Context: an optimization exercise on an open-source flow, tuned for a short achievable clock period. The choices shown serve that exercise and are no tape-out recipe.
In this exercise RTL edits were held to simulation tests only and were not proved equivalent to the original.
The flow treats the clock pin as an ideal source, which a real chip does not have.
Power and IR drop assume default switching activity.

==> flow/design.v (excerpt) <==
module core_complex_fabric
(
  input  logic     clk_i,
  input  logic     rst_ni,
  input  offload_pkg::acc_req_t acc_req_i,
  input  logic     acc_valid_i,
  output logic     acc_ready_o,
  output offload_pkg::acc_rsp_t acc_rsp_o,
  output logic     acc_rsp_valid_o,
  input  logic     acc_rsp_ready_i,
  output offload_pkg::acc_req_t fpu_req_o,
  output logic     fpu_valid_o,
  input  logic     fpu_ready_i,
  input  offload_pkg::acc_rsp_t fpu_rsp_i,
  input  logic     fpu_rsp_valid_i,
  output logic     fpu_rsp_ready_o,
  output offload_pkg::acc_req_t hive_req_o,
  output logic     hive_valid_o,
  input  logic     hive_ready_i,
  input  offload_pkg::acc_rsp_t hive_rsp_i,
  input  logic     hive_rsp_valid_i,
  output logic     hive_rsp_ready_o,
  input  offload_pkg::addr_t    tcdm_base_i,
  input  offload_pkg::mem_req_t core_req_i,
  input  logic     core_valid_i,
  output logic     core_ready_o,
  output offload_pkg::mem_rsp_t core_rsp_o,
  output logic     core_rsp_valid_o,
  output offload_pkg::mem_req_t tcdm_req_o,
  output logic     tcdm_valid_o,
  input  logic     tcdm_ready_i,
  input  offload_pkg::mem_rsp_t tcdm_rsp_i,
  input  logic     tcdm_rsp_valid_i,
  output logic     tcdm_rsp_ready_o,
  output offload_pkg::mem_req_t soc_req_o,
  output logic     soc_valid_o,
  input  logic     soc_ready_i,
  input  offload_pkg::mem_rsp_t soc_rsp_i,
  input  logic     soc_rsp_valid_i,
  output logic     soc_rsp_ready_o
);
For scale: ~1,300 flip-flops, roughly 880 I/O pins, roughly 0.049 mm2 of cells after synthesis.
make LEC_CHECK=0 CAP_MARGIN=20 CORE_MARGIN=2 CORE_UTILIZATION=40 SLEW_MARGIN=20 finish   # period 5.0 ns
run.sh (not shown) runs the stock make flow with config.mk's settings and CLKGATE_MAP_FILE= SYNTH_SCRIPT=/design/flow/synth_recipe.tcl, a recipe that flattens the netlist after the stock synthesis.
The first run completed with no timing, DRC or antenna violations.
Edit:
Settings changed: ABC_CLOCK_PERIOD_IN_PS set to 2500, SETUP_SLACK_MARGIN set to 2.5.
Outcome: Sequential share of layout area drops by 1.2 points. Hold slack stays flat. Worst setup slack gets better by 1.4 ns. Register-to-register slack improved by 0.48 ns. Cell area goes up by 2.8%. Synthesized area stays the same.

* * *

Another version of the RTL of core_complex_fabric (not shown whole).
For scale: ~4,700 cells after synthesis, roughly 880 I/O pins, about 0.054 mm^2 of cells after synthesis.
clock: 5.0 ns
lec_check: 0
abc_clock_period_in_ps: 2500
cap_margin: 20
core_margin: 2
core_utilization: 40
gpl_routability_driven: 0
setup_slack_margin: 2.2
slew_margin: 20
synth_hierarchical: 1
tns_end_percent: 100
standard.sh (not shown) runs the stock make flow with config.mk's settings and CLKGATE_MAP_FILE= SYNTH_SCRIPT=/design/flow/synth_recipe.tcl, a recipe that flattens the netlist after the stock synthesis.
==> flow/flow/run.sh <==
#!/bin/bash
# Own layout flow: the standard synthesis unchanged, then the
# standard ORFS layout with
#  - sizing not tied to cell footprints (MATCH_CELL_FOOTPRINT=0),
#  - delay cells kept out of the layout (added to DONT_USE_CELLS), and
#    the port buffers made of plain buffers (BUFFER_PORTS_ARGS),
#  - the ports of the memory window compare kept together (io.tcl),
#  - a greedy gate-sizing pass after CTS and after global routing
#    (post_cts.tcl, post_grt.tcl, sizer.tcl).
# Each step's full output goes to a log in this folder (and ORFS's own
# per-step logs under orfs/logs).
set -euo pipefail
cd "$(dirname "$0")/.."
W=$PWD

# 1. Standard synthesis, unchanged
bash standard.sh synth > "$W/log_synth.txt" 2>&1

# 2. Layout: the standard make command with extra settings
export DONT_USE_CELLS="sky130_fd_sc_hd__clkdlybuf4s15_1 sky130_fd_sc_hd__clkdlybuf4s15_2 sky130_fd_sc_hd__clkdlybuf4s18_1 sky130_fd_sc_hd__clkdlybuf4s18_2 sky130_fd_sc_hd__clkdlybuf4s25_1 sky130_fd_sc_hd__clkdlybuf4s25_2 sky130_fd_sc_hd__clkdlybuf4s50_1 sky130_fd_sc_hd__clkdlybuf4s50_2 sky130_fd_sc_hd__dlymetal6s2s_1 sky130_fd_sc_hd__dlymetal6s4s_1 sky130_fd_sc_hd__dlymetal6s6s_1 sky130_fd_sc_hd__dlygate4sd1_1 sky130_fd_sc_hd__dlygate4sd2_1 sky130_fd_sc_hd__dlygate4sd3_1"
export BUFFER_PORTS_ARGS="-buffer_cell sky130_fd_sc_hd__buf_4"
export PRE_IO_PLACEMENT_TCL="$W/flow/io.tcl"
export POST_CTS_TCL="$W/flow/post_cts.tcl"
export POST_GLOBAL_ROUTE_TCL="$W/flow/post_grt.tcl"
sed "s|\"\${@:-finish}\"|MATCH_CELL_FOOTPRINT=0 \"\${@:-finish}\"|" standard.sh > "$W/layout.sh"
bash "$W/layout.sh" finish > "$W/log_layout.txt" 2>&1
==> flow/flow/io.tcl <==
# Keep the ports of the memory route's window compare together on the
# die edge, so the compare logic sits next to all of them: the address
# and base bit pairs on both sides, the valid, readies and the three
# outputs in the middle.
set crit {}
for {set i 17} {$i <= 23} {incr i} {
  lappend crit "core_req_i\[[expr {$i + 37}]\]" "tcdm_base_i\[$i\]"
}
lappend crit core_valid_i tcdm_ready_i core_ready_o tcdm_valid_o soc_valid_o soc_ready_i
for {set i 24} {$i <= 31} {incr i} {
  lappend crit "core_req_i\[[expr {$i + 37}]\]" "tcdm_base_i\[$i\]"
}
set_io_pin_constraint -group -order -pin_names $crit
Other scripts of this flow, unchanged in this note and not shown: flow/flow/post_cts.tcl, flow/flow/post_grt.tcl, flow/flow/sizer.tcl
==> next run, changes <==
--- a/flow/config.mk
+++ b/flow/config.mk
@@ -11,4 +11,3 @@
 export CORE_UTILIZATION = 40
-export GPL_ROUTABILITY_DRIVEN = 0
-export SETUP_SLACK_MARGIN = 2.2
+export SETUP_SLACK_MARGIN = 2.35
 export SLEW_MARGIN = 20
The new run passed the timing, design-rule and antenna checks.
Final cell count went up by 0.42%.
Routed wire length hardly moves.
Worst hold slack gets better by 0.0044 ns.
Total power came out lower by 0.47%.
Die area is unchanged.
Utilization stays flat.
Register-to-register slack improved by 0.10 ns.
Sequential share of layout area is about the same.
Clock-buffer cell count is higher by 25.
Via count climbs by 0.91%.
==> next run, changes <==
--- a/flow/config.mk
+++ b/flow/config.mk
@@ -11,3 +11,3 @@
 export CORE_UTILIZATION = 40
-export SETUP_SLACK_MARGIN = 2.35
+export SETUP_SLACK_MARGIN = 2.2
 export SLEW_MARGIN = 20
After rerunning: Final area hardly moves; critical path depth stays the same; synthesized cell count does not change; setup slack gains 0.022 ns; sequential power is about the same; fmax is higher slightly; worst hold slack loses 0.0044 ns; clock power is about the same; global-route usage barely changes.
==> next run, changes <==
==> flow/flow/io.tcl (replaced) <==
# Keep the ports of the memory route's window compare together on the
# die edge, so the compare logic sits next to all of them.
set crit {}
for {set i 17} {$i <= 31} {incr i} {
  lappend crit "core_req_i\[[expr {$i + 37}]\]" "tcdm_base_i\[$i\]"
}
lappend crit core_valid_i tcdm_ready_i soc_ready_i core_ready_o tcdm_valid_o soc_valid_o
set_io_pin_constraint -group -order -pin_names $crit
Final area came out lower by about 0.5%.
Cell count is about the same.
Utilization decreases by 0.24 points.

==> separate check: timing with driven ports <==
No port has a modelled driver above. Below, the same layouts with a new extraction and two added sets of constraints. Step 1: set_driving_cell puts a clkbuf_16 on clk_i and a buf_2 on each other input, an assumption about the parent block. Step 2 adds t to the input delays and takes it off the output delays; t is the mean of the earliest and latest rising clock arrival at the registers after step 1. Input paths then give back, and output paths get back, about the clock's delay inside the block. Three values: ideal ports, drivers, drivers and shift; two values: the first two.
run	shift t [ns]	setup slack, ns	hold WS [ns]	worst setup path after step 2	worst slew at a driven data input, ns
the first run of note 1	0.817	0.271 / 0.180 / 0.180	0.417 / 0.417 / 0.417	input to output	0.67
the second run of note 1	0.819	1.693 / 1.594 / 1.487	0.420 / 0.420 / 0.420	input to register	0.65
the first run of note 2	0.845	2.110 / 2.069 / 1.476	0.411 / 0.411 / 0.411	input to register	0.18
the second run of note 2	0.839	2.088 / 2.028 / 1.632	0.415 / 0.415 / 0.415	input to register	0.20
the third run of note 2	0.845	2.110 / 2.069 / 1.476	0.411 / 0.411 / 0.411	input to register	0.18
the fourth run of note 2	0.837	2.076 / 2.031 / 1.612	0.406 / 0.406 / 0.406	input to register	0.18
After both steps setup and hold are still met in every run listed.
